This is an optimization exercise on Yosys and OpenROAD, whose aim is small area and a short achievable clock period, not a production implementation.
Function was checked by simulation only, so behaviour that the tests miss may differ from the original.
Power figures rest on the tool's default switching activity, not on a simulated workload.

==> design.v <==
`default_nettype none
package timerPkg;
  localparam logic [1:0] HTRANS_IDLE   = 2'b00;
  localparam logic [1:0] HTRANS_BUSY   = 2'b01;
  localparam logic [1:0] HTRANS_NONSEQ = 2'b10;
  localparam logic [1:0] HTRANS_SEQ    = 2'b11;
  typedef logic [1:0] evSel;   
  typedef enum logic [1:0] {
    EDGE_NONE,
    EDGE_RISE,
    EDGE_FALL,
    EDGE_BOTH
  } edgeMode;
  typedef struct packed {
    evSel capSel;
    evSel cntSel;
    evSel stopSel;
    evSel startSel;
  } cmcReg;
  typedef struct packed {
    logic capChain;
    logic stopClears;
    logic startClears;
    logic centerAligned;
  } tmsReg;
  typedef struct packed {
    logic       lowActive;
    edgeMode    edgeSel;
    logic [1:0] filtCode;
  } evCfg;
  typedef logic [14:0] ecrReg;   
  typedef struct packed {
    logic ev0Detect;
    logic cmpMatchUp;
    logic periodMatchUp;
  } intReg;
endpackage
`default_nettype wire
`timescale 1ns/1ps
`default_nettype none
module timerTop (
  input  wire                       CPUbus,
  input  wire                       arstN,
  input  wire                       hSel,
  input  wire [32-1:0]        hAddr,
  input  wire [1:0]                 hTrans,
  input  wire                       hWrite,
  input  wire [32-1:0]       hWdata,
  input  wire                       hReady,
  input  wire [2:0]                 evnt,
  output logic [32-1:0]      hRdata,
  output logic                      hReadyOut,
  output logic                      hResp,
  output logic [2-1:0]  pwm,
  output logic                      intr
);
  logic        wrEn, rdEn;
  logic        accept;
  assign accept    = hSel && hReady && hTrans[1];
  assign hReadyOut = 1'b1;
  assign hResp     = 1'b0;
  always_ff @(posedge CPUbus or negedge arstN) begin
    if (!arstN) begin
      wrEn <= 1'b0;
      rdEn <= 1'b0;
    end else begin
      wrEn <= accept && hWrite;
      rdEn <= accept && !hWrite;
    end
  end
  logic [18:0] rdSel;
  always_ff @(posedge CPUbus) begin
    rdSel[0] <= hAddr[7:2] == 6'd0;
    rdSel[1] <= hAddr[7:2] == 6'd1;
    rdSel[2] <= hAddr[7:2] == 6'd2;
    rdSel[3] <= hAddr[7:2] == 6'd3;
    rdSel[4] <= hAddr[7:2] == 6'd4;
    rdSel[5] <= hAddr[7:2] == 6'd16;
    rdSel[6] <= hAddr[7:2] == 6'd17;
    rdSel[7] <= hAddr[7:2] == 6'd18;
    rdSel[8] <= hAddr[7:2] == 6'd19;
    rdSel[9]  <= hAddr[7:2] == 6'd6;
    rdSel[10] <= hAddr[7:2] == 6'd7;
    rdSel[11] <= hAddr[7:2] == 6'd8;
    rdSel[12] <= hAddr[7:2] == 6'd9;
    rdSel[13] <= hAddr[7:2] == 6'd10;
    rdSel[14] <= hAddr[7:2] == 6'd11;
    rdSel[15] <= hAddr[7:2] == 6'd12;
    rdSel[16] <= hAddr[7:2] == 6'd14;
    rdSel[17] <= hAddr[7:2] == 6'd5;
    rdSel[18] <= hAddr[7:2] == 6'd13;
  end
  logic wrTV, wrPR, wrPRSH, wrTRS, wrTMS, wrECR, wrCMC, wrIEC, wrISC, wrPLC;
  logic [1:0] wrCMP, wrCMPSH;
  assign wrTV   = wrEn && rdSel[0];
  assign wrPR   = wrEn && rdSel[1];
  assign wrPRSH = wrEn && rdSel[2];
  assign wrTRS  = wrEn && rdSel[17];
  assign wrTMS  = wrEn && rdSel[11];
  assign wrECR  = wrEn && rdSel[12];
  assign wrCMC  = wrEn && rdSel[13];
  assign wrIEC  = wrEn && rdSel[15];
  assign wrISC  = wrEn && rdSel[18];
  assign wrPLC  = wrEn && rdSel[16];
  assign wrCMP[0]   = wrEn && rdSel[5];
  assign wrCMPSH[0] = wrEn && rdSel[6];
  assign wrCMP[1]   = wrEn && rdSel[7];
  assign wrCMPSH[1] = wrEn && rdSel[8];
  logic [31:0] period, periodSh;
  logic [31:0] compare0, compare1, compareSh0, compareSh1;
  logic [7:0]  cmc;       
  logic [3:0]  tms;       
  logic [14:0] ecr;
  logic [2:0]  iec, isr, isrD;
  logic [1:0]  polarity;
  logic        running, countDown;
  logic [31:0] timerValue;
  logic [1:0]  capFull;
  logic [31:0] cap0, cap1;
  logic [1:0]  pwmState, pwmStateD, polarityD;
  logic        intrD;
  logic [2:0]  evEdge;
  for (genvar g = 0; g < 3; g++) begin : genEvent
    logic [2:0] holdCnt;
    logic [2:0] holdLen;
    logic       evFilt, evFiltDly;
    logic [1:0] filtCode, edgeSel;
    assign filtCode = ecr[5*g +: 2];
    assign edgeSel  = ecr[5*g+2 +: 2];
    always_comb begin
      case (filtCode)
        2'd0:    holdLen = 3'd0;
        2'd1:    holdLen = 3'd3;
        2'd2:    holdLen = 3'd5;
        default: holdLen = 3'd7;
      endcase
    end
    always_ff @(posedge CPUbus or negedge arstN) begin
      if (!arstN) begin
        holdCnt   <= '0;
        evFilt    <= 1'b0;
        evFiltDly <= 1'b0;
        evEdge[g] <= 1'b0;
      end else begin
        if (evnt[g] == evFilt) begin
          holdCnt <= '0;
        end else if (holdCnt == holdLen) begin
          evFilt  <= evnt[g];
          holdCnt <= '0;
        end else begin
          holdCnt <= holdCnt + 3'd1;
        end
        evFiltDly <= evFilt;
        evEdge[g] <= (evFilt ^ evFiltDly) && (evFilt ? edgeSel[0] : edgeSel[1]);
      end
    end
  end
  function automatic logic pickEvent(input logic [1:0] sel, input logic [2:0] ev);
    case (sel)
      2'd1:    pickEvent = ev[0];
      2'd2:    pickEvent = ev[1];
      2'd3:    pickEvent = ev[2];
      default: pickEvent = 1'b0;
    endcase
  endfunction
  logic evStart, evStop, evCount, evCapture;
  assign evStart   = pickEvent(cmc[1:0], evEdge);
  assign evStop    = pickEvent(cmc[3:2], evEdge);
  assign evCount   = pickEvent(cmc[5:4], evEdge);
  assign evCapture = pickEvent(cmc[7:6], evEdge);
  logic startReq, stopReq, timerClear, countEnable, step;
  assign startReq    = (wrTRS && hWdata[0]) || evStart;
  assign stopReq     = (wrTRS && hWdata[1]) || evStop;
  assign timerClear  = (wrTRS && hWdata[2]) || (startReq && tms[1]) || (stopReq && tms[2]);
  assign countEnable = (cmc[5:4] == 2'd0) || evCount;
  assign step        = running && countEnable;
  function automatic logic [1:0] cmpGtEq(input logic [31:0] a, input logic [31:0] b);
    logic [31:0] g, e;
    g = a & ~b;
    e = ~(a ^ b);
    for (int w = 1; w < 32; w = w * 2) begin
      for (int i = 0; i < 32; i = i + 2 * w) begin
        g[i] = g[i + w] | (e[i + w] & g[i]);
        e[i] = e[i + w] & e[i];
      end
    end
    cmpGtEq = {g[0], e[0]};
  endfunction
  logic periodMatch, zeroMatch, tvGePeriod, tvGtPeriod;
  logic [1:0] cmpMatch, tvGtCmp;
  assign {tvGtPeriod, periodMatch} = cmpGtEq(timerValue, period);
  assign {tvGtCmp[0], cmpMatch[0]} = cmpGtEq(timerValue, compare0);
  assign {tvGtCmp[1], cmpMatch[1]} = cmpGtEq(timerValue, compare1);
  assign tvGePeriod  = tvGtPeriod | periodMatch;
  assign zeroMatch   = ~|timerValue;
  logic xfer;   
  assign xfer = running && (countDown ? zeroMatch : periodMatch);
  logic [31:0] tvInc, tvDec, tvNext;
  logic        cdNext;
  always_comb begin
    for (int i = 0; i < 32; i++) begin
      tvInc[i] = timerValue[i] ^ (i == 0 ? 1'b1 :  (&(timerValue & ((32'd1 << i) - 32'd1) | ~((32'd1 << i) - 32'd1))));
      tvDec[i] = timerValue[i] ^ (i == 0 ? 1'b1 : ~(|(timerValue & ((32'd1 << i) - 32'd1))));
    end
  end
  always_comb begin
    cdNext = countDown;
    tvNext = timerValue;
    if (!tms[0]) begin
      cdNext = 1'b0;
      tvNext = tvGePeriod ? 32'd0 : tvInc;
    end else if (countDown) begin
      cdNext = !zeroMatch;
      tvNext = zeroMatch ? tvInc : tvDec;
    end else begin
      cdNext = tvGePeriod;
      tvNext = tvGePeriod ? tvDec : tvInc;
    end
  end
  logic cap1Wr;
  assign cap1Wr = evCapture && (tms[3] || capFull[0]);
  always_ff @(posedge CPUbus or negedge arstN) begin
    if (!arstN) begin
      running    <= 1'b0;
      timerValue <= '0;
      countDown  <= 1'b0;
      capFull    <= '0;
      pwm        <= '0;
      intr       <= 1'b0;
    end else begin
      if (startReq)     running <= 1'b1;
      else if (stopReq) running <= 1'b0;
      if (timerClear) begin
        timerValue <= '0;
        countDown  <= 1'b0;
      end else if (wrTV) begin
        timerValue <= hWdata;
      end else if (step) begin
        timerValue <= tvNext;
        countDown  <= cdNext;
      end
      if (evCapture)                         capFull[0] <= 1'b1;
      else if (rdEn && rdSel[3])      capFull[0] <= 1'b0;
      if (cap1Wr)                            capFull[1] <= 1'b1;
      else if (rdEn && rdSel[4])      capFull[1] <= 1'b0;
      pwm <= pwmStateD ^ polarityD;   
      intr <= intrD;
    end
  end
  assign pwmState  = pwm ^ polarity;
  assign polarityD = wrPLC ? hWdata[1:0] : polarity;
  always_comb begin
    for (int i = 0; i < 2; i++) begin
      pwmStateD[i] = pwmState[i];
      if (!running) begin
        pwmStateD[i] = tvGtCmp[i];
      end else if (countEnable) begin
        if (tms[0]) begin
          if (cmpMatch[i])                  pwmStateD[i] = !pwmState[i];
          else if (zeroMatch && countDown)  pwmStateD[i] = 1'b0;
        end else begin
          if (cmpMatch[i])                  pwmStateD[i] = 1'b1;
          else if (periodMatch)             pwmStateD[i] = 1'b0;
        end
      end
    end
  end
  always_ff @(posedge CPUbus) begin
    if (evCapture) cap0 <= timerValue;
    if (cap1Wr)    cap1 <= cap0;
  end
  always_ff @(posedge CPUbus or negedge arstN) begin
    if (!arstN) begin
      period     <= '0;
      periodSh   <= '0;
      compare0   <= '0;
      compare1   <= '0;
      compareSh0 <= '0;
      compareSh1 <= '0;
      cmc        <= '0;
      tms        <= '0;
      ecr        <= '0;
      iec        <= '0;
      polarity   <= '0;
      isr        <= '0;
    end else begin
      if (wrPR || (wrPRSH && !running)) period <= hWdata;
      else if (xfer)                    period <= periodSh;
      if (wrPRSH) periodSh <= hWdata;
      if (wrCMP[0] || (wrCMPSH[0] && !running)) compare0 <= hWdata;
      else if (xfer)                            compare0 <= compareSh0;
      if (wrCMPSH[0]) compareSh0 <= hWdata;
      if (wrCMP[1] || (wrCMPSH[1] && !running)) compare1 <= hWdata;
      else if (xfer)                            compare1 <= compareSh1;
      if (wrCMPSH[1]) compareSh1 <= hWdata;
      if (wrCMC) cmc      <= hWdata[7:0];
      if (wrTMS) tms      <= hWdata[3:0];
      if (wrECR) ecr      <= hWdata[14:0];
      if (wrIEC) iec      <= hWdata[2:0];
      if (wrPLC) polarity <= hWdata[1:0];
      isr <= isrD;
    end
  end
  assign isrD  = (isr & ~(wrISC ? hWdata[2:0] : 3'd0)) |
                 ({evEdge[0], running && !countDown && (|cmpMatch),
                   running && !countDown && periodMatch} & iec);
  assign intrD = |isrD;   
  logic [31:0] rdSmall;
  assign rdSmall = {30'd0, {2{rdSel[9]}}  & capFull}           |
                   {30'd0, {2{rdSel[10]}} & {countDown, running}} |
                   {28'd0, {4{rdSel[11]}} & tms}               |
                   {17'd0, {15{rdSel[12]}} & ecr}              |
                   {24'd0, {8{rdSel[13]}} & cmc}               |
                   {29'd0, {3{rdSel[14]}} & isr}               |
                   {29'd0, {3{rdSel[15]}} & iec}               |
                   {30'd0, {2{rdSel[16]}} & polarity};
  assign hRdata = ({32{rdSel[0]}} & timerValue) |
                  ({32{rdSel[1]}} & period)     |
                  ({32{rdSel[2]}} & periodSh)   |
                  ({32{rdSel[3]}} & cap0)       |
                  ({32{rdSel[4]}} & cap1)       |
                  ({32{rdSel[5]}} & compare0)   |
                  ({32{rdSel[6]}} & compareSh0) |
                  ({32{rdSel[7]}} & compare1)   |
                  ({32{rdSel[8]}} & compareSh1) |
                  rdSmall;
endmodule
`default_nettype wire
==> run.sh <==
#!/bin/bash
# synth_recipe.tcl (not shown) runs the flow's synth.tcl, then flattens the netlist and writes it again
# the make line also repeats each setting of config.mk as NAME=value (left out here)
make -C /OpenROAD-flow-scripts/flow DESIGN_CONFIG=/design/flow/config.mk WORK_HOME=/design/flow/orfs CLKGATE_MAP_FILE= SYNTH_SCRIPT=/design/flow/synth_recipe.tcl finish
==> config.mk <==
export PLATFORM = sky130hd
export DESIGN_NAME = timerTop
export DESIGN_NICKNAME = timerTop
export VERILOG_FILES = /design/flow/design.v
export SDC_FILE = /design/flow/constraint.sdc
export NUM_CORES = 4
export LEC_CHECK = 0
export CAP_MARGIN = 20
export CORE_MARGIN = 2
export CORE_UTILIZATION = 45
export SETUP_SLACK_MARGIN = 2.7
export SLEW_MARGIN = 20
export TNS_END_PERCENT = 10
==> constraint.sdc <==
create_clock -name core_clock -period 5.5 [get_ports {CPUbus}]
set_input_delay 1.1000 -clock core_clock [delete_from_list [all_inputs] [get_ports {CPUbus}]]
set_output_delay 1.1000 -clock core_clock [all_outputs]
set_load 0.01 [all_outputs]
==> flow_metrics.env, run 1 <==
export IMPL_layout_commonest_cell="sky130_fd_sc_hd__dfrtp_1"
export IMPL_worstPathMaxFanout=7
export IMPL_grt_overflow=0
export IMPL_critical_path_class="flop to primary output"
export IMPL_post_route_min_period_ns=3.14
export IMPL_via_count_of_the_first_global_routing_pass=16351
export IMPL_postRouteWirelength_mm=70.2
export IMPL_yosys_register_bits=369
export IMPL_synth_area_leaders="sky130_fd_sc_hd__dfrtp_1 35%, sky130_fd_sc_hd__edfxtp_1 9.4%, sky130_fd_sc_hd__mux2_2 7.2%, sky130_fd_sc_hd__ha_1 6.7%, sky130_fd_sc_hd__mux2i_1 5.0%"
export IMPL_floorplan_core_area_mm2=0.0451
export IMPL_timing_hold_worst_class="flop to flop"
export IMPL_cp_arrival_ns=2.04
export IMPL_timing_worst_slew_pin_value_ns=1.09
export IMPL_area_growth_syn_to_layout_pct=19.4
export IMPL_detail_route_first_pass_iterations=7
export IMPL_fraction_of_layout_cells_with_a_size_suffix_above_1_pct=21.4
export IMPL_synth_net_count=2148
export IMPL_detail_route_iter0_violations=1701
export IMPL_gp_congestion=0.912
export IMPL_edff_count_synth=64
export IMPL_async_flop_share_pct=77.5
export IMPL_synth_yosys_seq_area_share_pct=46.3
export IMPL_port_buffers=81
export IMPL_rsz_0062_raised_after_global_routing="yes"
export IMPL_num_vias=17011
export IMPL_layout_setup_ws_ns=2.36
export IMPL_num_nets_final=2263
export IMPL_cts_inserted_buffers=42
export IMPL_setup_tns_final_ns=0
export IMPL_cts_root_buffer="sky130_fd_sc_hd__clkbuf_16"
export IMPL_worst_clock_skew_ns=0.0290
export IMPL_global_route_wire_length_before_repair_mm=102
export IMPL_drc_errors=0
export IMPL_finalMaxSlewViolations=0
export IMPL_clkTransAtPathRegs_ns=0.06
export IMPL_multiInputGateArea_mm2=0.0103
export IMPL_layout_area_seq_mm2=0.00953
export IMPL_design_portCount=111
export IMPL_grtUsageTotal_pct=28.5
export IMPL_power_per_cell_area_mw_per_mm2=329
export IMPL_antenna_diode_count=0
export IMPL_clockBufferDepth=3
export IMPL_max_transition_margin_pct=27.4
export IMPL_report_final_setup_viol=0
export IMPL_clock_sinks=369
export IMPL_cts_tree="built"
export IMPL_layout_filler_cell_count=3962
export IMPL_largest_net_degree_at_the_start_of_global_routing=116
export IMPL_post_dp_hpwl_mm=42.5
export IMPL_fmax_mhz=319
export IMPL_synth_cell_type_count=83
export IMPL_worstSkewPairLatency_ns=0.59
export IMPL_die_height_um=217
export IMPL_synth_largest_area_cell="sky130_fd_sc_hd__dfrtp_1"
export IMPL_cts_max_level=2
export IMPL_synthesis_yosys_warnings=1
export IMPL_most_common_layout_cells="256 x sky130_fd_sc_hd__dfrtp_1, 168 x sky130_fd_sc_hd__nand2_1, 131 x sky130_fd_sc_hd__mux2_2"
export IMPL_netlist_area_before_placement_mm2=0.0204
export IMPL_netlist_area_leader_share_pct=35.0
export IMPL_effective_utilization_at_floorplan_pct=45.3
export IMPL_die_area_mm2=0.0471
export IMPL_status="complete, no violations"
export IMPL_irDropWorstVdd_v=0.000200
export IMPL_critical_path_source_type="flop"
export IMPL_cap_viol_max_count=0
export IMPL_number_of_instances_in_the_synthesized_netlist=1965
export IMPL_finalPower_mw=8.02
export IMPL_worstPathRequired_ns=4.40
export IMPL_die_w_um=217
export IMPL_number_of_nets_still_failing_antenna_checks_after_routing=0
export IMPL_pre_cts_setup_slack_ns=1.69
export IMPL_antenna_violations_before_repair=0
export IMPL_final_period_utilization_pct=57.0
export IMPL_synth_top_flop_cell="sky130_fd_sc_hd__dfrtp_1"
export IMPL_wl_per_cell_um=25.9
export IMPL_power_leakage_nw=11.4
export IMPL_routed_via_density=6.27
export IMPL_final_hold_violation_count=0
export IMPL_cp_end_kind="primary output"
export IMPL_rows=78
export IMPL_mapped_avg_cell_area_um2=10.4
logic make-up after synthesis:
kind of cell / share of synthesized area (%)
flip-flops: 46.3
XOR/XNOR: 0.901
AND/OR/NAND/NOR: 11.1
multiplexers: 12.3
other: 0.0368
AO/OA/AOI/OAI: 17.5
buffers and inverters: 5.15
adder cells (fa/ha/maj): 6.68
state kept, by name, indices dropped and copies added (netlist names), 3 cells and up:
name / count
cap0: 32
cap1: 32
compare0: 32
compare1: 32
compareSh0: 32
compareSh1: 32
periodSh: 32
period: 32
timerValue: 32
rdSel: 19
ecr: 15
genEvent.holdCnt: 9
cmc: 8
tms: 4
evEdge: 3
genEvent.evFilt: 3
genEvent.evFiltDly: 3
iec: 3
isr: 3
per-stage QoR:
step | std cells | util [%] | instance area, um^2 | hold WS, ns
after floorplan | 1965 | - | 20400 | 0.423
after global placement | 2544 | 48.1 | 21700 | 0.431
after detailed placement | 2545 | 48.2 | 21700 | 0.434
after CTS | 2652 | 52.6 | 23700 | 0.444
after global routing | 2712 | 54.1 | 24400 | 0.453
final | 2712 | 54.1 | 24400 | 0.440
area by class of cell:
cell class,instances,area share (%)
Multi-Input combinational cell,1343,42.3
Sequential cell,369,39.1
Clock buffer,67,5.23
Clock inverter,9,0.477
Inverter,125,1.92
Timing Repair Buffer,199,7.93
Tap cell,600,3.08
critical path, stage by stage, from the launching register on:
cell and delay, ns:
sky130_fd_sc_hd__dfxtp_4 0.38, sky130_fd_sc_hd__buf_12 0.17, sky130_fd_sc_hd__buf_12 0.14, sky130_fd_sc_hd__buf_4 0.13, sky130_fd_sc_hd__a222oi_1 0.32, sky130_fd_sc_hd__nand3_1 0.15, sky130_fd_sc_hd__buf_2 0.16
path summary, 6_finish.rpt:
kind                                       start              to  slack [ns]  cells past startpoint
max reg2reg                            evEdge[0]  timerValue[29]        2.39                      7
max                                     rdSel[5]      hRdata[21]        2.36                      6
min                        genEvent[1].evFiltDly       evEdge[1]        0.44                      1
max in group asynchronous                  arstN         running        3.64                      2
min in group asynchronous                  arstN  compareSh0[17]        0.63                      1
min reg2reg                genEvent[1].evFiltDly       evEdge[1]        0.44                      1
cells in the mapped netlist (6+ instances only):
master                      count
sky130_fd_sc_hd__o21ai_1       56
sky130_fd_sc_hd__and3_1        15
sky130_fd_sc_hd__inv_1        125
sky130_fd_sc_hd__and2_1         7
sky130_fd_sc_hd__ha_1         109
sky130_fd_sc_hd__edfxtp_1      64
sky130_fd_sc_hd__a22oi_1       83
sky130_fd_sc_hd__buf_2         16
sky130_fd_sc_hd__a22o_1        34
sky130_fd_sc_hd__o22ai_1       16
sky130_fd_sc_hd__o21a_1        13
sky130_fd_sc_hd__nor3b_1        6
sky130_fd_sc_hd__o21ai_0       94
sky130_fd_sc_hd__a221oi_1      35
sky130_fd_sc_hd__a21oi_1       59
sky130_fd_sc_hd__buf_1         22
sky130_fd_sc_hd__nand4_1       40
sky130_fd_sc_hd__a31oi_1        8
sky130_fd_sc_hd__o31ai_1        7
sky130_fd_sc_hd__a211oi_1       9
sky130_fd_sc_hd__nor3_1        24
sky130_fd_sc_hd__clkbuf_1      80
sky130_fd_sc_hd__nand2_1      172
sky130_fd_sc_hd__nand2b_1       8
sky130_fd_sc_hd__o2bb2ai_1      8
sky130_fd_sc_hd__dfrtp_1      286
sky130_fd_sc_hd__nor4_1        10
sky130_fd_sc_hd__buf_6          8
sky130_fd_sc_hd__mux2_2       131
sky130_fd_sc_hd__dfxtp_1       19
sky130_fd_sc_hd__xnor2_1       16
sky130_fd_sc_hd__mux2i_1      103
sky130_fd_sc_hd__nor2_1        78
sky130_fd_sc_hd__a222oi_1      23
sky130_fd_sc_hd__a21o_1        30
sky130_fd_sc_hd__nand3_1       53
sky130_fd_sc_hd__nor2b_1        8
where the power goes:
| part | internal [mW] | switching (mW) | leakage [nW] |
|---|---|---|---|
| clock network | 1.69 | 1.19 | 0.680 |
| registers | 3.19 | 0.349 | 3.90 |
| logic | 0.618 | 0.985 | 6.83 |
| total | 5.50 | 2.53 | 11.4 |
per-layer routing:
layer  share of wire, %  up-vias  wire (um)  GRT usage (%)
met5                  0        -          0              0
met4                4.0        0       2780           9.95
met3                8.3      176       5850           5.72
met2                 46      802      32100           45.3
met1                 42     8476      29400           38.8
li1                   -     7557          -              -
what timing repair did:
item	4_1_cts	5_1_grt
buffers inserted	28	53
setup endpoints to repair	164	165
gates cloned	3	7
hold buffers	0	0
pin swaps	34	16
gates resized for setup	193	49
endpoints found under the hold margin	0	0
==> inputs of run 2 (changes only) <==
--- a/config.mk
+++ b/config.mk
@@ -7,7 +7,9 @@
 export LEC_CHECK = 0
 export CAP_MARGIN = 20
 export CORE_MARGIN = 2
-export CORE_UTILIZATION = 45
-export SETUP_SLACK_MARGIN = 2.7
+export CORE_UTILIZATION = 50
+export CTS_CLUSTER_DIAMETER = 60
+export CTS_CLUSTER_SIZE = 20
+export SETUP_SLACK_MARGIN = 2.5
 export SLEW_MARGIN = 20
 export TNS_END_PERCENT = 10
==> run 2 against run 1 <==
Against the previous run: still clean; final cell count shrank 3.5%; sequential power hardly changed; first-iteration DRC count grew 6.2%; clock-buffer cell count fell by 24; synthesized cell count did not move; synthesized area unchanged; via count down 2.0%; register-to-register slack better by 0.15 ns; utilization is 4.9 points higher; global-route usage is 2.4 points higher; combinational power is essentially flat; clock power decreased by 7.3%; largest cell class unchanged.
==> flow_metrics.env, run 2 <==
export IMPL_status="complete, no violations"
export IMPL_post_route_min_period_ns=3.09
export IMPL_drc_errors=0
export IMPL_design_portCount=111
export IMPL_power_per_cell_area_mw_per_mm2=325
export IMPL_wl_per_cell_um=25.1
export IMPL_synth_net_count=2148
export IMPL_edff_count_synth=64
export IMPL_post_dp_hpwl_mm=42.1
export IMPL_worstPathMaxFanout=9
export IMPL_synth_top_flop_cell="sky130_fd_sc_hd__dfrtp_1"
export IMPL_setup_tns_final_ns=0
export IMPL_finalMaxSlewViolations=0
export IMPL_fmax_mhz=324
export IMPL_timing_worst_slew_pin_value_ns=1.07
export IMPL_netlist_area_before_placement_mm2=0.0204
export IMPL_detail_route_iter0_violations=1806
export IMPL_worst_clock_skew_ns=0.0276
export IMPL_holdPathStages=1
export IMPL_synthMostInstantiatedCell="sky130_fd_sc_hd__dfrtp_1"
export IMPL_die_w_um=206
export IMPL_cts_inserted_buffers=35
export IMPL_global_route_wire_length_before_repair_mm=98.9
export IMPL_cap_viol_max_count=0
export IMPL_cp_arrival_ns=1.99
export IMPL_rows=74
export IMPL_num_vias=16666
export IMPL_pre_cts_setup_slack_ns=1.82
export IMPL_clockBufferDepth=3
export IMPL_irDropWorstVdd_v=0.000224
export IMPL_synth_yosys_seq_area_share_pct=46.3
export IMPL_clock_sinks=369
export IMPL_synth_cell_type_count=83
export IMPL_floorplan_core_area_mm2=0.0406
export IMPL_cp_end_kind="primary output"
export IMPL_synthesis_yosys_warnings=1
export IMPL_postRouteWirelength_mm=65.6
export IMPL_layout_commonest_cell="sky130_fd_sc_hd__dfrtp_1"
export IMPL_final_period_utilization_pct=56.1
export IMPL_synth_area_leaders="sky130_fd_sc_hd__dfrtp_1 35%, sky130_fd_sc_hd__edfxtp_1 9.4%, sky130_fd_sc_hd__mux2_2 7.2%, sky130_fd_sc_hd__ha_1 6.7%, sky130_fd_sc_hd__mux2i_1 5.0%"
export IMPL_detail_route_first_pass_iterations=7
export IMPL_number_of_nets_still_failing_antenna_checks_after_routing=0
export IMPL_worstSkewPairLatency_ns=0.57
export IMPL_antenna_diode_count=0
export IMPL_most_common_layout_cells="255 x sky130_fd_sc_hd__dfrtp_1, 167 x sky130_fd_sc_hd__nand2_1, 131 x sky130_fd_sc_hd__mux2_2"
export IMPL_grtUsageTotal_pct=30.9
export IMPL_synth_commonest_cells="286 x sky130_fd_sc_hd__dfrtp_1, 172 x sky130_fd_sc_hd__nand2_1, 131 x sky130_fd_sc_hd__mux2_2"
export IMPL_power_leakage_nw=11.2
export IMPL_cts_tree="built"
export IMPL_effective_utilization_at_floorplan_pct=50.4
export IMPL_worstRegToRegCells=9
export IMPL_async_flop_share_pct=77.5
export IMPL_rsz_0062_raised_after_global_routing="yes"
export IMPL_report_final_setup_viol=0
export IMPL_clkTransAtPathRegs_ns=0.08
export IMPL_cts_root_buffer="sky130_fd_sc_hd__clkbuf_16"
export IMPL_layout_setup_ws_ns=2.41
export IMPL_largest_net_degree_at_the_start_of_global_routing=81
export IMPL_antenna_violations_before_repair=0
export IMPL_port_buffers=81
export IMPL_critical_path_class="flop to primary output"
export IMPL_max_transition_margin_pct=28.6
export IMPL_grt_overflow=0
export IMPL_timing_hold_worst_class="flop to flop"
export IMPL_area_growth_syn_to_layout_pct=17.1
export IMPL_yosys_register_bits=369
export IMPL_netlist_area_leader_share_pct=35.0
export IMPL_die_height_um=206
export IMPL_critical_path_source_type="flop"
export IMPL_cts_max_level=2
export IMPL_finalPower_mw=7.78
export IMPL_mapped_avg_cell_area_um2=10.4
export IMPL_synth_largest_area_cell="sky130_fd_sc_hd__dfrtp_1"
export IMPL_routed_via_density=6.37
export IMPL_number_of_instances_in_the_synthesized_netlist=1965
export IMPL_final_hold_violation_count=0
export IMPL_fraction_of_layout_cells_with_a_size_suffix_above_1_pct=20.8
export IMPL_gp_congestion=0.895
export IMPL_via_count_of_the_first_global_routing_pass=16200
export IMPL_num_nets_final=2242
export IMPL_die_area_mm2=0.0425
export IMPL_worstPathRequired_ns=4.40
-- run 2: power breakdown --
group          total (mW)  internal (mW)  switching (mW)  leakage (nW)
Clock                2.67           1.46            1.20         0.609
Sequential           3.54           3.18           0.351          3.90
Combinational        1.58          0.619           0.964          6.71
-- run 2: stage by stage --
stage | cells | utilization, % | area [um^2] | hold WS, ns
after detailed placement | 2479 | 53.3 | 21600 | 0.435
after global routing | 2617 | 59.0 | 23900 | 0.457
after floorplan | 1965 | - | 20400 | 0.423
final | 2617 | 59.0 | 23900 | 0.445
after global placement | 2479 | 53.3 | 21600 | 0.431
after CTS | 2575 | 57.9 | 23500 | 0.441
-- run 2: repair_timing --
action                     4_1_cts  5_1_grt
gates resized for setup        187       48
buffers inserted                31       41
cloned                           2        1
setup endpoints to repair      161      177
pin swaps                       22       13
hold endpoints to repair         0        0
hold buffers                     0        0
-- run 2: kinds of logic after synthesis --
logic type,count (synthesis),synth area share [%]
AO/OA/AOI/OAI,517,17.5
XOR/XNOR,21,0.901
adder cells (fa/ha/maj),109,6.68
AND/OR/NAND/NOR,458,11.1
flip-flops,369,46.3
multiplexers,234,12.3
buffers and inverters,255,5.15
other,2,0.0368
-- run 2: metal layers --
layer	track usage [%]	part of all wire [%]	up-vias
met5	0	0	-
met4	12.4	3.8	0
met3	4.08	7.2	146
met2	49.0	46	703
met1	42.9	43	8325
li1	-	-	7492
-- run 2: critical path, stage by stage (launching register included) --
cell	delay, ns
sky130_fd_sc_hd__dfxtp_4	0.44
sky130_fd_sc_hd__buf_12	0.19
sky130_fd_sc_hd__a22o_1	0.21
sky130_fd_sc_hd__a221oi_1	0.21
sky130_fd_sc_hd__nand3_1	0.18
sky130_fd_sc_hd__buf_2	0.18
-- run 2: path summary, 6_finish.rpt --
kind | from | slack [ns] | end
min in group asynchronous | arstN | 0.54 | compareSh0[18]
max | rdSel[6] | 2.41 | hRdata[3]
max in group asynchronous | arstN | 3.71 | timerValue[0]
min reg2reg | genEvent[1].evFiltDly | 0.45 | evEdge[1]
max reg2reg | timerValue[11] | 2.54 | timerValue[25]
min | genEvent[1].evFiltDly | 0.45 | evEdge[1]
-- run 2: final cells by class --
| class | count | area [um^2] |
|---|---|---|
| Inverter | 125 | 469 |
| Timing Repair Buffer | 186 | 1750 |
| Tap cell | 532 | 666 |
| Sequential cell | 369 | 9530 |
| Clock buffer | 43 | 980 |
| Multi-Input combinational cell | 1342 | 10300 |
| Fill cell | 3482 | 16600 |
| Clock inverter | 20 | 268 |
==> inputs of run 3 (changes only) <==
--- a/config.mk
+++ b/config.mk
@@ -8,6 +8,7 @@
 export CAP_MARGIN = 20
 export CORE_MARGIN = 2
 export CORE_UTILIZATION = 50
+export CTS_BUF_LIST = sky130_fd_sc_hd__clkbuf_8
 export CTS_CLUSTER_DIAMETER = 60
 export CTS_CLUSTER_SIZE = 20
 export SETUP_SLACK_MARGIN = 2.5
==> run 3 against run 2 <==
Against the previous run: register-to-register slack lost 0.16 ns; critical path depth unchanged; non-clock buffer count increased by 32; sequential share of layout area fell by 0.085 points; still clean on timing, DRC and antenna; worst setup slack got worse by 0.030 ns; maximum frequency shrank 0.96%; clock-buffer cell count is 5 lower; clock power down 25%; utilization grew 0.14 points; first-iteration DRC count up 1.3%; total power decreased by 7.9%.
==> flow_metrics.env, run 3 <==
export IMPL_status="complete, no violations"
export IMPL_fin_cells=2651
export IMPL_report_final_setup_viol=0
export IMPL_grtUsageTotal_pct=31.1
export IMPL_worstPathMaxFanout=6
export IMPL_clock_sinks=369
export IMPL_postRouteWirelength_mm=66.5
export IMPL_yosys_register_bits=369
export IMPL_synth_area_leaders="sky130_fd_sc_hd__dfrtp_1 35%, sky130_fd_sc_hd__edfxtp_1 9.4%, sky130_fd_sc_hd__mux2_2 7.2%, sky130_fd_sc_hd__ha_1 6.7%, sky130_fd_sc_hd__mux2i_1 5.0%"
export IMPL_cap_viol_max_count=0
export IMPL_edff_count_synth=64
export IMPL_timing_worst_slew_pin_value_ns=1.03
export IMPL_die_height_um=206
export IMPL_synthesis_yosys_warnings=1
export IMPL_detail_route_first_pass_iterations=6
export IMPL_critical_path_source_type="flop"
export IMPL_port_buffers=81
export IMPL_cp_end_kind="primary output"
export IMPL_cts_tree="built"
export IMPL_post_place_cells=2479
export IMPL_num_nets_final=2276
export IMPL_antenna_violations_before_repair=0
export IMPL_number_of_nets_still_failing_antenna_checks_after_routing=0
export IMPL_fraction_of_layout_cells_with_a_size_suffix_above_1_pct=23.5
export IMPL_power_per_cell_area_mw_per_mm2=299
export IMPL_cp_arrival_ns=2.02
export IMPL_cts_max_level=2
export IMPL_rows=74
export IMPL_die_area_mm2=0.0425
export IMPL_floorplan_core_area_mm2=0.0406
export IMPL_most_common_layout_cells="253 x sky130_fd_sc_hd__dfrtp_1, 165 x sky130_fd_sc_hd__nand2_1, 131 x sky130_fd_sc_hd__mux2_2"
export IMPL_layout_commonest_cell="sky130_fd_sc_hd__dfrtp_1"
export IMPL_synth_net_count=2148
export IMPL_max_transition_margin_pct=31.0
export IMPL_power_leakage_nw=11.2
export IMPL_worstSkewPairLatency_ns=0.63
export IMPL_largest_net_degree_at_the_start_of_global_routing=81
export IMPL_antenna_diode_count=0
export IMPL_cts_root_buffer="sky130_fd_sc_hd__clkbuf_8"
export IMPL_clockBufferDepth=3
export IMPL_post_dp_hpwl_mm=42.1
export IMPL_cts_inserted_buffers=35
export IMPL_irDropWorstVdd_v=0.000247
export IMPL_fmax_mhz=321
export IMPL_synth_commonest_cells="286 x sky130_fd_sc_hd__dfrtp_1, 172 x sky130_fd_sc_hd__nand2_1, 131 x sky130_fd_sc_hd__mux2_2"
export IMPL_drc_errors=0
export IMPL_grt_overflow=0
export IMPL_synth_yosys_seq_area_share_pct=46.3
export IMPL_routed_via_density=6.36
export IMPL_netlist_area_leader_share_pct=35.0
export IMPL_final_period_utilization_pct=56.7
export IMPL_gp_congestion=0.895
export IMPL_rsz_0062_raised_after_global_routing="yes"
export IMPL_synth_cell_type_count=83
export IMPL_netlist_area_before_placement_mm2=0.0204
export IMPL_num_vias=16860
export IMPL_die_w_um=206
export IMPL_synthMostInstantiatedCell="sky130_fd_sc_hd__dfrtp_1"
export IMPL_clkTransAtPathRegs_ns=0.11
export IMPL_post_route_min_period_ns=3.12
export IMPL_global_route_wire_length_before_repair_mm=99.0
export IMPL_layout_filler_cell_count=3490
export IMPL_critical_path_class="flop to primary output"
export IMPL_async_flop_share_pct=77.5
export IMPL_worst_clock_skew_ns=0.0346
export IMPL_area_growth_syn_to_layout_pct=17.4
export IMPL_synth_largest_area_cell="sky130_fd_sc_hd__dfrtp_1"
export IMPL_via_count_of_the_first_global_routing_pass=16235
export IMPL_timing_hold_worst_class="flop to flop"
export IMPL_number_of_instances_in_the_synthesized_netlist=1965
export IMPL_mapped_avg_cell_area_um2=10.4
export IMPL_detail_route_iter0_violations=1830
export IMPL_wl_per_cell_um=25.1
export IMPL_design_portCount=111
export IMPL_worstPathRequired_ns=4.40
export IMPL_effective_utilization_at_floorplan_pct=50.4
export IMPL_final_hold_violation_count=0
export IMPL_setup_tns_final_ns=0
export IMPL_synth_top_flop_cell="sky130_fd_sc_hd__dfrtp_1"
export IMPL_finalMaxSlewViolations=0
## run 3: logic make-up after synthesis
logic type,synth area share [%]
flip-flops,46.3
adder cells (fa/ha/maj),6.68
AND/OR/NAND/NOR,11.1
other,0.0368
AO/OA/AOI/OAI,17.5
XOR/XNOR,0.901
buffers and inverters,5.15
multiplexers,12.3
## run 3: layer usage
| layer | track usage (%) | up-vias | wire [um] |
|---|---|---|---|
| met4 | 12.8 | 0 | 2790 |
| met2 | 49.2 | 729 | 30800 |
| met1 | 42.9 | 8421 | 28200 |
| li1 | - | 7554 | - |
| met3 | 4.54 | 156 | 4730 |
| met5 | 0 | - | 0 |
## run 3: cell type report
cell class	instances	area (um^2)	share of cell area, %
flip-flops and latches	369	9540	39.8
multi-input cells	1344	10400	43.5
well taps	532	666	2.78
inverters	125	469	1.96
repair buffers	218	2040	8.50
clock buffers	38	523	2.18
clock inverters	25	313	1.30
## run 3: where the power goes
part	internal, mW	switching, mW
clock	0.889	1.12
sequential	3.18	0.352
combinational	0.643	0.978
total	4.71	2.45
## run 3: worst max-delay path: stages (launching register included)
cell	delay [ns]
sky130_fd_sc_hd__dfxtp_4	0.41
sky130_fd_sc_hd__bufbuf_16	0.29
sky130_fd_sc_hd__buf_4	0.15
sky130_fd_sc_hd__a222oi_1	0.22
sky130_fd_sc_hd__nand3_1	0.14
sky130_fd_sc_hd__buf_2	0.17
## run 3: final timing paths
| kind | startpoint | to | slack (ns) | depth (start not counted) |
|---|---|---|---|---|
| setup / recovery | rdSel[5] | hRdata[24] | 2.38 | 5 |
| hold / removal | genEvent[1].evFiltDly | evEdge[1] | 0.43 | 1 |
| setup reg to reg | evEdge[2] | cap1[10] | 2.38 | 6 |
| hold reg to reg | genEvent[1].evFiltDly | evEdge[1] | 0.43 | 1 |
| max in group asynchronous | arstN | timerValue[3] | 3.78 | 2 |
| min in group asynchronous | arstN | compareSh0[18] | 0.48 | 1 |
## run 3: through the flow
stage / power [mW] / hold slack [ns] / setup WS, ns / cell area (um^2) / utilization (%)
final: 7.17 / 0.434 / 2.38 / 24000 / 59.1
after global placement: 5.02 / 0.431 / 1.81 / 21600 / 53.3
after CTS: 7.08 / 0.440 / 2.39 / 23200 / 57.2
after floorplan: 4.45 / 0.423 / 2.82 / 20400 / -
after global routing: 7.51 / 0.456 / 2.30 / 24000 / 59.1
after detailed placement: 5.07 / 0.435 / 1.82 / 21600 / 53.3
## run 3: repair_timing
| action | CTS | global route |
|---|---|---|
| pin swaps | 43 | 25 |
| endpoints found under the hold margin | 0 | 0 |
| buffers inserted | 36 | 67 |
| endpoints found under the setup margin | 161 | 177 |
| cloned | 3 | 3 |
| hold buffers | 0 | 0 |
| gates resized for setup | 237 | 55 |
==> inputs of run 4 (changes only) <==
--- a/config.mk
+++ b/config.mk
@@ -8,9 +8,8 @@
 export CAP_MARGIN = 20
 export CORE_MARGIN = 2
 export CORE_UTILIZATION = 50
-export CTS_BUF_LIST = sky130_fd_sc_hd__clkbuf_8
-export CTS_CLUSTER_DIAMETER = 60
-export CTS_CLUSTER_SIZE = 20
+export CTS_CLUSTER_DIAMETER = 50
+export CTS_CLUSTER_SIZE = 26
 export SETUP_SLACK_MARGIN = 2.5
 export SLEW_MARGIN = 20
 export TNS_END_PERCENT = 10
==> run 4 against run 3 <==
Against the previous run: critical path depth stayed put; synthesized cell count did not move; sequential cell count is the same; die area unchanged; clock power up 52%; register-to-register slack better by 0.16 ns; combinational power hardly changed; critical path type unchanged; largest power group unchanged.
==> flow_metrics.env, run 4 <==
export IMPL_grt_use_met3_pct=4.10
export IMPL_cts_max_level=2
export IMPL_cp_slowest_stage_delay_ns=0.39
export IMPL_synth_cell_type_count=83
export IMPL_critical_path_source_type="flop"
export IMPL_cp_arrival_ns=1.99
export IMPL_power_per_cell_area_mw_per_mm2=337
export IMPL_utilization_pct=60.0
export IMPL_max_transition_margin_pct=30.1
export IMPL_synth_largest_area_cell="sky130_fd_sc_hd__dfrtp_1"
export IMPL_layout_commonest_cell="sky130_fd_sc_hd__dfrtp_1"
export IMPL_post_dp_hpwl_mm=42.1
export IMPL_worstSkewPairLatency_ns=0.58
export IMPL_worst_path_max_delay_cell="sky130_fd_sc_hd__dfxtp_4"
export IMPL_synthMostInstantiatedCell="sky130_fd_sc_hd__dfrtp_1"
export IMPL_design_portCount=111
export IMPL_power_leakage_nw=11.4
export IMPL_antenna_violations_before_repair=0
export IMPL_fraction_of_layout_cells_with_a_size_suffix_above_1_pct=22.1
export IMPL_clockBufferDepth=3
export IMPL_synth_top_flop_cell="sky130_fd_sc_hd__dfrtp_1"
export IMPL_status="complete, no violations"
export IMPL_synth_area_leaders="sky130_fd_sc_hd__dfrtp_1 35%, sky130_fd_sc_hd__edfxtp_1 9.4%, sky130_fd_sc_hd__mux2_2 7.2%, sky130_fd_sc_hd__ha_1 6.7%, sky130_fd_sc_hd__mux2i_1 5.0%"
export IMPL_wl_per_cell_um=25.0
export IMPL_worst_clock_skew_ns=0.0220
export IMPL_detail_route_first_pass_iterations=6
export IMPL_synthesis_yosys_warnings=1
export IMPL_irDropWorstVdd_v=0.000341
export IMPL_die_height_um=206
export IMPL_multiInputGateArea_mm2=0.0103
export IMPL_crit_chain="buf_12, a22o_1, a221oi_2, nand3_1, clkdlybuf4s15_2"
export IMPL_number_of_instances_in_the_synthesized_netlist=1965
export IMPL_edff_count_synth=64
export IMPL_cts_hold_fix_buffers=0
export IMPL_area_growth_syn_to_layout_pct=19.1
export IMPL_worstPathMaxFanout=17
export IMPL_postRouteWirelength_mm=65.9
export IMPL_yosys_register_bits=369
export IMPL_async_flop_share_pct=77.5
export IMPL_timing_worst_slew_pin_value_ns=1.05
export IMPL_most_common_layout_cells="256 x sky130_fd_sc_hd__dfrtp_1, 166 x sky130_fd_sc_hd__nand2_1, 131 x sky130_fd_sc_hd__mux2_2"
export IMPL_post_route_min_period_ns=3.09
export IMPL_final_hold_violation_count=0
export IMPL_timing_hold_worst_class="flop to flop"
export IMPL_port_buffers=81
export IMPL_effective_utilization_at_floorplan_pct=50.4
export IMPL_gr_usage_met2_pct=49.3
export IMPL_cts_tree="built"
export IMPL_mapped_avg_cell_area_um2=10.4
export IMPL_routed_via_density=6.33
export IMPL_synth_commonest_cells="286 x sky130_fd_sc_hd__dfrtp_1, 172 x sky130_fd_sc_hd__nand2_1, 131 x sky130_fd_sc_hd__mux2_2"
export IMPL_path_depth=5
export IMPL_largest_net_degree_at_the_start_of_global_routing=81
export IMPL_setup_tns_final_ns=0
export IMPL_finalMaxSlewViolations=0
export IMPL_report_final_setup_viol=0
export IMPL_rows=74
export IMPL_number_of_nets_still_failing_antenna_checks_after_routing=0
export IMPL_synth_yosys_seq_area_share_pct=46.3
export IMPL_worstRegToRegCells=15
export IMPL_worstPathRequired_ns=4.40
export IMPL_cts_root_buffer="sky130_fd_sc_hd__clkbuf_16"
export IMPL_globalRoute_busiestLayer="met2"
export IMPL_gp_congestion=0.895
export IMPL_num_nets_final=2255
export IMPL_netlist_area_leader_share_pct=35.0
export IMPL_die_area_mm2=0.0425
export IMPL_holdPathStages=0
export IMPL_antenna_diode_count=0
export IMPL_synth_net_count=2148
export IMPL_clock_sinks=369
export IMPL_clkTransAtPathRegs_ns=0.06
export IMPL_detail_route_iter0_violations=1703
export IMPL_layout_area_seq_mm2=0.00953
export IMPL_cts_inserted_buffers=46
export IMPL_fin_cells=2639
export IMPL_netlist_area_before_placement_mm2=0.0204
export IMPL_worst_path_buf_inv=2
export IMPL_layout_filler_cell_count=3425
export IMPL_die_w_um=206
export IMPL_final_period_utilization_pct=56.3
export IMPL_global_route_wire_length_before_repair_mm=99.4
export IMPL_grt_met1_usage_pct=42.9
export IMPL_post_place_cells=2479
export IMPL_num_vias=16694
export IMPL_critical_path_class="flop to primary output"
export IMPL_via_count_of_the_first_global_routing_pass=16352
export IMPL_kind_of_cell_with_the_highest_combined_delay_on_the_critical_path="compound AO/OA/AOI/OAI gates"
export IMPL_fmax_mhz=323
export IMPL_rsz_0062_raised_after_global_routing="yes"
export IMPL_floorplan_core_area_mm2=0.0406
export IMPL_cp_end_kind="primary output"
export IMPL_drc_errors=0
export IMPL_grtUsageTotal_pct=31.0
export IMPL_grt_overflow=0
export IMPL_cap_viol_max_count=0
[run 4: cell counts after synthesis]
Identical to the previous run, type by type.
[run 4: stage by stage]
step	cell area [um^2]	hold slack [ns]	power, mW	setup WS (ns)
after global placement	21600	0.431	5.02	1.81
after detailed placement	21600	0.435	5.07	1.82
final	24300	0.442	8.19	2.41
after global routing	24300	0.455	8.55	2.38
after CTS	23800	0.445	8.15	2.38
after floorplan	20400	0.423	4.45	2.82
[run 4: layout make-up]
type / instances / share of cell area (%)
multi-input combinational: 1342 / 42.4
sequential: 369 / 39.2
timing repair buffer: 188 / 7.41
clock buffer: 53 / 5.10
tap: 532 / 2.74
inverter: 125 / 1.93
clock inverter: 30 / 1.24
[run 4: worst paths after layout]
path / start / end / slack, ns
worst max-delay path: rdSel[7] / hRdata[18] / 2.41
worst max register to register: timerValue[24] / timerValue[24] / 2.54
worst min register to register: cap0[20] / cap1[20] / 0.44
worst min-delay path: cap0[20] / cap1[20] / 0.44
min in group asynchronous: arstN / compareSh0[18] / 0.53
max in group asynchronous: arstN / timerValue[0] / 3.72
[run 4: per-layer routing]
layer / part of all wire, % / up-vias
li1: - / 7514
met1: 43 / 8343
met2: 46 / 677
met3: 6.9 / 160
met4: 4.3 / 0
met5: 0 / -
[run 4: report_power, final]
group	switching [mW]	internal [mW]
clock network	1.30	1.75
registers	0.351	3.19
logic	0.968	0.624
[run 4: repair_timing]
item                                    4_1_cts  5_1_grt
endpoints found under the setup margin      161      177
setup buffers                                29       46
pin swaps                                    23       18
hold endpoints to repair                      0        0
cloned                                        1        1
resized for setup                           192       55
[run 4: logic make-up (layout without fill, tap and decap cells)]
kind of cell | Yosys count | in the layout | share of synthesized area, %
flip-flops | 369 | 369 | 46.3
AO/OA/AOI/OAI | 517 | 518 | 17.5
adder cells (fa/ha/maj) | 109 | 109 | 6.68
AND/OR/NAND/NOR | 458 | 458 | 11.1
other | 2 | 2 | 0.0368
XOR/XNOR | 21 | 21 | 0.901
multiplexers | 234 | 234 | 12.3
buffers and inverters | 255 | 396 | 5.15
==> inputs of run 5 (changes only) <==
==> flow/run.sh (new file) <==
#!/bin/bash
# Own layout flow: the standard flow (standard synthesis unchanged), with
# every input and output port buffered by a plain buf_2 instead of the buffer
# cell buffer_ports would pick by itself. Each tool's output goes to its own
# log file here; ORFS keeps its per-step logs under orfs/logs.
set -euo pipefail
export BUFFER_PORTS_ARGS="-buffer_cell sky130_fd_sc_hd__buf_2"
bash standard.sh synth > synth.log 2>&1
bash standard.sh finish > layout.log 2>&1
==> standard.sh (new file) <==
#!/bin/bash
# synth_recipe.tcl (not shown) runs the flow's synth.tcl, then flattens the netlist and writes it again
# the make line also repeats each setting of config.mk as NAME=value (left out here)
make -C /OpenROAD-flow-scripts/flow DESIGN_CONFIG=/design/flow/config.mk WORK_HOME=/design/flow/orfs CLKGATE_MAP_FILE= SYNTH_SCRIPT=/design/flow/synth_recipe.tcl "${@:-finish}"
--- a/config.mk
+++ b/config.mk
@@ -8,8 +8,8 @@
 export CAP_MARGIN = 20
 export CORE_MARGIN = 2
 export CORE_UTILIZATION = 50
-export CTS_CLUSTER_DIAMETER = 50
-export CTS_CLUSTER_SIZE = 26
+export CTS_CLUSTER_DIAMETER = 60
+export CTS_CLUSTER_SIZE = 20
 export SETUP_SLACK_MARGIN = 2.5
 export SLEW_MARGIN = 20
 export TNS_END_PERCENT = 10
removed: run.sh
==> run 5 against run 4 <==
Against the previous run: still clean on timing, DRC and antenna; non-clock buffer count shrank 11; clock-buffer cell count shrank 14; synthesized area is the same; first-iteration DRC count shrank 5.4%; sequential share of layout area grew 1.4 points; critical path depth shrank 1; sequential cell count is the same; clock power shrank 13%; utilization shrank 2.1 points; via count shrank 0.49%.
==> flow_metrics.env, run 5 <==
export IMPL_num_vias=16613
export IMPL_cp_slowest_stage_delay_ns=0.47
export IMPL_final_period_utilization_pct=56.6
export IMPL_total_switching_power_mw=2.59
export IMPL_mapped_avg_cell_area_um2=10.4
export IMPL_clock_sinks=369
export IMPL_power_share_switching_pct=33.4
export IMPL_timing_worst_slew_pin_value_ns=1.13
export IMPL_cts_tree="built"
export IMPL_rsz_0062_raised_after_global_routing="yes"
export IMPL_synth_largest_area_cell="sky130_fd_sc_hd__dfrtp_1"
export IMPL_critical_path_startpoint="rdSel[13]"
export IMPL_cts_root_buffer="sky130_fd_sc_hd__clkbuf_16"
export IMPL_synthMostInstantiatedCell="sky130_fd_sc_hd__dfrtp_1"
export IMPL_cp_arrival_ns=2.01
export IMPL_worst_clock_skew_ns=0.0170
export IMPL_worstRegToRegCells=9
export IMPL_clkTransAtPathRegs_ns=0.08
export IMPL_design_portCount=111
export IMPL_final_hold_violation_count=0
export IMPL_seq_power_share_pct=45.7
export IMPL_netlist_area_leader_share_pct=35.0
export IMPL_grtUsageTotal_pct=31.0
export IMPL_netlist_area_before_placement_mm2=0.0204
export IMPL_status="complete, no violations"
export IMPL_synth_cell_type_count=83
export IMPL_synth_net_count=2148
export IMPL_fin_cells=2609
export IMPL_async_flop_share_pct=77.5
export IMPL_comb_power_share_pct=20.1
export IMPL_irDropWorstVdd_v=0.000221
export IMPL_detail_route_iter0_violations=1611
export IMPL_wl_per_cell_um=25.0
export IMPL_number_of_nets_still_failing_antenna_checks_after_routing=0
export IMPL_clockBufferDepth=3
export IMPL_grt_met1_usage_pct=42.5
export IMPL_power_leakage_nw=11.2
export IMPL_port_buffers=81
export IMPL_globalRoute_busiestLayer="met2"
export IMPL_path_depth=4
export IMPL_cp_end_kind="primary output"
export IMPL_most_common_layout_cells="259 x sky130_fd_sc_hd__dfrtp_1, 166 x sky130_fd_sc_hd__nand2_1, 131 x sky130_fd_sc_hd__mux2_2"
export IMPL_num_nets_final=2234
export IMPL_die_w_um=206
export IMPL_synth_yosys_seq_area_share_pct=46.3
export IMPL_routed_via_density=6.37
export IMPL_global_route_wire_length_before_repair_mm=99.5
export IMPL_critical_path_class="flop to primary output"
export IMPL_die_height_um=206
export IMPL_gr_usage_met2_pct=50.6
export IMPL_fraction_of_layout_cells_with_a_size_suffix_above_1_pct=22.6
export IMPL_timing_critical_path_to="hRdata[3]"
export IMPL_yosys_register_bits=369
export IMPL_cap_viol_max_count=0
export IMPL_grt_overflow=0
export IMPL_synthesis_yosys_warnings=1
export IMPL_via_count_of_the_first_global_routing_pass=16320
export IMPL_area_growth_syn_to_layout_pct=15.0
export IMPL_timing_hold_worst_class="flop to flop"
export IMPL_finalMaxSlewViolations=0
export IMPL_rrSetupSlack_ns=2.43
export IMPL_critical_path_reg2reg_startpoint="timerValue[1]"
export IMPL_postRouteWirelength_mm=65.2
export IMPL_cts_max_level=2
export IMPL_finalPower_mw=7.75
export IMPL_synth_commonest_cells="286 x sky130_fd_sc_hd__dfrtp_1, 172 x sky130_fd_sc_hd__nand2_1, 131 x sky130_fd_sc_hd__mux2_2"
export IMPL_max_transition_margin_pct=24.6
export IMPL_worstPathMaxFanout=9
export IMPL_crit_chain="a22o_1, a221oi_1, nand3_1, buf_2"
export IMPL_post_dp_hpwl_mm=41.4
export IMPL_layout_commonest_cell="sky130_fd_sc_hd__dfrtp_1"
export IMPL_worstPathRequired_ns=4.40
export IMPL_antenna_diode_count=0
export IMPL_power_per_cell_area_mw_per_mm2=330
export IMPL_floorplan_core_area_mm2=0.0406
export IMPL_rows=74
export IMPL_drc_errors=0
export IMPL_edff_count_synth=64
export IMPL_worst_path_max_delay_cell="sky130_fd_sc_hd__dfxtp_1"
export IMPL_post_route_min_period_ns=3.11
export IMPL_antenna_violations_before_repair=0
export IMPL_post_place_cells=2475
export IMPL_setup_tns_final_ns=0
export IMPL_critical_path_source_type="flop"
export IMPL_fmax_mhz=321
export IMPL_die_area_mm2=0.0425
export IMPL_kind_of_cell_with_the_highest_combined_delay_on_the_critical_path="compound AO/OA/AOI/OAI gates"
export IMPL_largest_net_degree_at_the_start_of_global_routing=124
export IMPL_cts_hold_fix_buffers=0
export IMPL_worst_path_buf_inv=1
export IMPL_reg2reg_to="period[20]"
export IMPL_cell_internal_pwr_mw=5.16
export IMPL_layout_setup_ws_ns=2.39
export IMPL_report_final_setup_viol=0
export IMPL_worstSkewPairLatency_ns=0.57
export IMPL_clockPowerShare_pct=34.3
export IMPL_gp_congestion=0.898
export IMPL_cts_inserted_buffers=35
export IMPL_grt_use_met3_pct=4.49
export IMPL_pre_cts_setup_slack_ns=1.69
export IMPL_effective_utilization_at_floorplan_pct=50.4
export IMPL_detail_route_first_pass_iterations=9
export IMPL_synth_area_leaders="sky130_fd_sc_hd__dfrtp_1 35%, sky130_fd_sc_hd__edfxtp_1 9.4%, sky130_fd_sc_hd__mux2_2 7.2%, sky130_fd_sc_hd__ha_1 6.7%, sky130_fd_sc_hd__mux2i_1 5.0%"
export IMPL_synth_top_flop_cell="sky130_fd_sc_hd__dfrtp_1"
export IMPL_number_of_instances_in_the_synthesized_netlist=1965
-- run 5: worst reg2reg max path: stages, from the launching register on --
cell and delay (ns):
sky130_fd_sc_hd__dfrtp_1 0.59, sky130_fd_sc_hd__ha_1 0.33, sky130_fd_sc_hd__and4_1 0.27, sky130_fd_sc_hd__nor2b_1 0.15, sky130_fd_sc_hd__nand3_1 0.22, sky130_fd_sc_hd__nor2_1 0.11, sky130_fd_sc_hd__o21ai_4 0.19, sky130_fd_sc_hd__buf_6 0.55
sky130_fd_sc_hd__mux2i_1 0.41, sky130_fd_sc_hd__o21ai_0 0.10
-- run 5: repair_timing --
item                                    4_1_cts  5_1_grt
buffers inserted                             26       42
pin swaps                                    15       10
gates cloned                                  2        1
gates resized for setup                      84       27
endpoints found under the setup margin      163      161
-- run 5: routing by layer --
| layer | vias up | routed length (um) |
|---|---|---|
| li1 | 7482 | - |
| met1 | 8370 | 28000 |
| met2 | 622 | 30700 |
| met3 | 139 | 4370 |
| met4 | 0 | 2200 |
| met5 | - | 0 |
-- run 5: how the worst min path moves through the flow --
stage	to	cells after the start	slack [ns]	start
floorplan	evEdge[0]	1	0.42	genEvent[0].evFiltDly
global placement	evEdge[1]	1	0.43	genEvent[1].evFiltDly
detailed placement	evEdge[1]	1	0.43	genEvent[1].evFiltDly
CTS	evEdge[1]	1	0.44	genEvent[1].evFiltDly
global route	cap1[4]	0	0.46	cap0[4]
finish	evEdge[0]	1	0.44	genEvent[0].evFiltDly
-- run 5: power by group through the flow --
stage	clock [mW]	sequential, mW	combinational [mW]
global placement	0	3.57	1.41
detailed placement	0	3.59	1.45
global route	2.79	3.58	1.72
finish	2.66	3.54	1.56
CTS	2.69	3.53	1.49
floorplan	0	3.43	1.01
-- run 5: cell families after synthesis --
| family | count (synthesis) | share of synthesized area, % |
|---|---|---|
| adder cells (fa/ha/maj) | 109 | 6.68 |
| buffers and inverters | 255 | 5.15 |
| other | 2 | 0.0368 |
| XOR/XNOR | 21 | 0.901 |
| AND/OR/NAND/NOR | 458 | 11.1 |
| flip-flops | 369 | 46.3 |
| multiplexers | 234 | 12.3 |
| AO/OA/AOI/OAI | 517 | 17.5 |
-- run 5: final cells by class --
class	count	area (um^2)
timing repair buffer	177	1360
multi-input combinational	1343	10200
inverter	125	469
fill	3471	17100
tap	532	666
sequential	369	9530
clock buffer	39	955
clock inverter	24	290
-- run 5: stage by stage --
stage	utilization (%)	cell area [um^2]	hold slack, ns
CTS	56.8	23000	0.443
floorplan	-	20400	0.423
detailed placement	52.2	21200	0.432
finish	57.9	23500	0.444
global route	57.9	23500	0.463
global placement	52.2	21200	0.431
==> inputs of run 6 (changes only) <==
--- a/config.mk
+++ b/config.mk
@@ -10,6 +10,6 @@
 export CORE_UTILIZATION = 50
 export CTS_CLUSTER_DIAMETER = 60
 export CTS_CLUSTER_SIZE = 20
-export SETUP_SLACK_MARGIN = 2.5
+export SETUP_SLACK_MARGIN = 2.7
 export SLEW_MARGIN = 20
 export TNS_END_PERCENT = 10
==> run 6 against run 5 <==
Against the previous run: register-to-register slack better by 0.08 ns; clock-buffer cell count stayed put; highest routed layer unchanged; critical endpoint is now hRdata[2]; utilization is 0.52 points higher; critical path type unchanged; first-iteration DRC count grew 2.0%; synthesized area stayed put; synthesized cell count did not move; global-route usage up 0.70 points; die area stayed put; design area grew 0.89%.
==> flow_metrics.env, run 6 <==
export IMPL_status="complete, no violations"
export IMPL_synth_top_flop_cell="sky130_fd_sc_hd__dfrtp_1"
export IMPL_worst_clock_skew_ns=0.0183
export IMPL_postRouteWirelength_mm=66.0
export IMPL_number_of_instances_in_the_synthesized_netlist=1965
export IMPL_max_transition_margin_pct=24.4
export IMPL_post_synth_fa_ha_maj_area_fraction_pct=6.68
export IMPL_most_common_layout_cells="257 x sky130_fd_sc_hd__dfrtp_1, 166 x sky130_fd_sc_hd__nand2_1, 131 x sky130_fd_sc_hd__mux2_2"
export IMPL_synthesis_yosys_warnings=1
export IMPL_async_flop_share_pct=77.5
export IMPL_die_w_um=206
export IMPL_routed_via_density=6.39
export IMPL_synth_net_count=2148
export IMPL_synth_area_leaders="sky130_fd_sc_hd__dfrtp_1 35%, sky130_fd_sc_hd__edfxtp_1 9.4%, sky130_fd_sc_hd__mux2_2 7.2%, sky130_fd_sc_hd__ha_1 6.7%, sky130_fd_sc_hd__mux2i_1 5.0%"
export IMPL_edff_count_synth=64
export IMPL_irDropWorstVdd_v=0.000224
export IMPL_synth_yosys_seq_area_share_pct=46.3
export IMPL_post_route_min_period_ns=3.07
export IMPL_via_count_of_the_first_global_routing_pass=16693
export IMPL_synth_cell_type_count=83
export IMPL_setup_tns_final_ns=0
export IMPL_mapped_avg_cell_area_um2=10.4
export IMPL_power_leakage_nw=11.2
export IMPL_num_nets_final=2243
export IMPL_layout_setup_ws_ns=2.43
export IMPL_detail_route_iter0_violations=1643
export IMPL_fraction_of_layout_cells_with_a_size_suffix_above_1_pct=23.8
export IMPL_netlist_area_before_placement_mm2=0.0204
export IMPL_synth_compound_area_share_pct=17.5
export IMPL_power_per_cell_area_mw_per_mm2=328
export IMPL_global_route_wire_length_before_repair_mm=102
export IMPL_utilization_pct=58.4
export IMPL_yosys_mux_area_fraction_pct=12.3
export IMPL_gp_congestion=0.898
export IMPL_yosys_register_bits=369
export IMPL_cts_inserted_buffers=35
export IMPL_cap_viol_max_count=0
export IMPL_final_hold_violation_count=0
export IMPL_clkTransAtPathRegs_ns=0.08
export IMPL_cp_end_kind="primary output"
export IMPL_critical_path_source_type="flop"
export IMPL_grtUsageTotal_pct=31.7
export IMPL_number_of_nets_still_failing_antenna_checks_after_routing=0
export IMPL_effective_utilization_at_floorplan_pct=50.4
export IMPL_design_portCount=111
export IMPL_layout_commonest_cell="sky130_fd_sc_hd__dfrtp_1"
export IMPL_port_buffers=81
export IMPL_cts_hold_fix_buffers=0
export IMPL_cts_tree="built"
export IMPL_worstPathRequired_ns=4.40
export IMPL_grt_overflow=0
export IMPL_clockBufferDepth=3
export IMPL_synth_largest_area_cell="sky130_fd_sc_hd__dfrtp_1"
export IMPL_synth_simple_gate_area_share_pct=11.1
export IMPL_detail_route_first_pass_iterations=5
export IMPL_synthMostInstantiatedCell="sky130_fd_sc_hd__dfrtp_1"
export IMPL_die_height_um=206
export IMPL_rsz_0062_raised_after_global_routing="yes"
export IMPL_clock_sinks=369
export IMPL_largest_net_degree_at_the_start_of_global_routing=124
export IMPL_cts_max_level=2
export IMPL_wl_per_cell_um=25.2
export IMPL_finalMaxSlewViolations=0
export IMPL_worstPathMaxFanout=18
export IMPL_post_dp_hpwl_mm=41.4
export IMPL_layout_filler_cell_count=3452
export IMPL_worstSkewPairLatency_ns=0.57
export IMPL_die_area_mm2=0.0425
export IMPL_num_vias=16742
export IMPL_critical_path_class="flop to primary output"
export IMPL_main_combinational_cell_family_by_area_after_synthesis="compound AO/OA/AOI/OAI gates"
export IMPL_timing_hold_worst_class="flop to flop"
export IMPL_antenna_violations_before_repair=0
export IMPL_timing_worst_slew_pin_value_ns=1.13
export IMPL_final_period_utilization_pct=55.7
export IMPL_rows=74
export IMPL_area_growth_syn_to_layout_pct=16.0
export IMPL_fmax_mhz=326
export IMPL_synth_xor_area_share_pct=0.901
export IMPL_pre_cts_setup_slack_ns=1.69
export IMPL_synth_commonest_cells="286 x sky130_fd_sc_hd__dfrtp_1, 172 x sky130_fd_sc_hd__nand2_1, 131 x sky130_fd_sc_hd__mux2_2"
export IMPL_antenna_diode_count=0
export IMPL_cts_root_buffer="sky130_fd_sc_hd__clkbuf_16"
export IMPL_drc_errors=0
export IMPL_report_final_setup_viol=0
export IMPL_floorplan_core_area_mm2=0.0406
export IMPL_netlist_area_leader_share_pct=35.0
export IMPL_cp_arrival_ns=1.97
run 6: repair_timing:
action / 4_1_cts / 5_1_grt
pin swaps: 34 / 17
setup endpoints to repair: 196 / 163
resized for setup: 115 / 30
cloned: 5 / 0
setup buffers: 71 / 4
run 6: critical path: stages, from the launching register on:
cell	delay (ns)
sky130_fd_sc_hd__dfxtp_4	0.39
sky130_fd_sc_hd__buf_8	0.18
sky130_fd_sc_hd__a22o_1	0.20
sky130_fd_sc_hd__a221oi_2	0.24
sky130_fd_sc_hd__nand4_1	0.19
sky130_fd_sc_hd__buf_2	0.19
run 6: final cells by class:
type / instances / area, um^2 / area share [%]
Clock buffer: 39 / 955 / 4.03
Tap cell: 532 / 666 / 2.81
Inverter: 125 / 469 / 1.98
Clock inverter: 24 / 290 / 1.22
Timing Repair Buffer: 184 / 1440 / 6.08
Multi-Input combinational cell: 1345 / 10300 / 43.7
Sequential cell: 369 / 9530 / 40.2
run 6: routing by layer:
| layer | up-vias | part of all wire, % | global-route usage, % |
|---|---|---|---|
| met5 | - | 0 | 0 |
| met4 | 0 | 3.7 | 12.0 |
| li1 | 7507 | - | - |
| met2 | 731 | 47 | 51.4 |
| met3 | 166 | 7.4 | 5.14 |
| met1 | 8338 | 42 | 42.9 |
run 6: through the flow:
step           instances  hold slack [ns]  cell area [um^2]  power [mW]
6_report            2618            0.445             23700        7.76
5_1_grt             2618            0.463             23700        8.10
4_1_cts             2614            0.443             23600        7.76
3_5_place_dp        2475            0.432             21200        5.03
3_3_place_gp        2475            0.431             21200        4.98
2_1_floorplan       1965            0.423             20400        4.45
run 6: final timing paths:
path	slack, ns	startpoint	cells past startpoint	endpoint
min	0.44	genEvent[0].evFiltDly	1	evEdge[0]
min in group asynchronous	0.64	arstN	1	compare0[18]
max reg2reg	2.51	timerValue[29]	10	pwm[0]
min reg2reg	0.44	genEvent[0].evFiltDly	1	evEdge[0]
max	2.43	rdSel[3]	5	hRdata[2]
max in group asynchronous	3.75	arstN	2	timerValue[29]
run 6: report_power, final:
group,internal (mW),switching [mW],total [mW]
clock,1.38,1.28,2.66
sequential,3.18,0.347,3.53
combinational,0.604,0.971,1.57
run 6: kinds of logic after synthesis:
group	Yosys count
mux	234
simple gates	458
xor+xnor	21
buf+inv	255
fa+ha+maj	109
other cells	2
compound gates	517
flops	369

-- static timing again, ports no longer ideal --
Ports are ideal in the flow. The routed layouts listed here were re-timed in OpenROAD.
Step 1: set_driving_cell puts a clkbuf_16 on CPUbus and a buf_2 on each other input, an assumption about the parent block.
Step 2 moves the port delays by t, midway between the first and last clock arrival at a register: inputs arrive t later, outputs are due t later. That takes back most of the time a late clock gives input paths.
a / b / c = ideal ports / drivers / drivers and shift; a / b = the first two.
run | shift t [ns] | setup slack, ns | worst setup path at the end
run 1 | 0.635 | 2.364 / 2.306 / 1.855 | input to register
run 2 | 0.615 | 2.412 / 2.354 / 2.064 | input to register
run 3 | 0.672 | 2.382 / 2.327 / 2.014 | input to register
run 4 | 0.628 | 2.405 / 2.349 / 2.066 | input to register
run 5 | 0.615 | 2.387 / 2.331 / 2.253 | input to register
run 6 | 0.617 | 2.435 / 2.379 / 2.273 | input to register
After both steps every run listed still meets setup and hold. The setup slack of run 1, which loses most, moves by -0.058 ns with the drivers and by -0.509 ns with both steps.
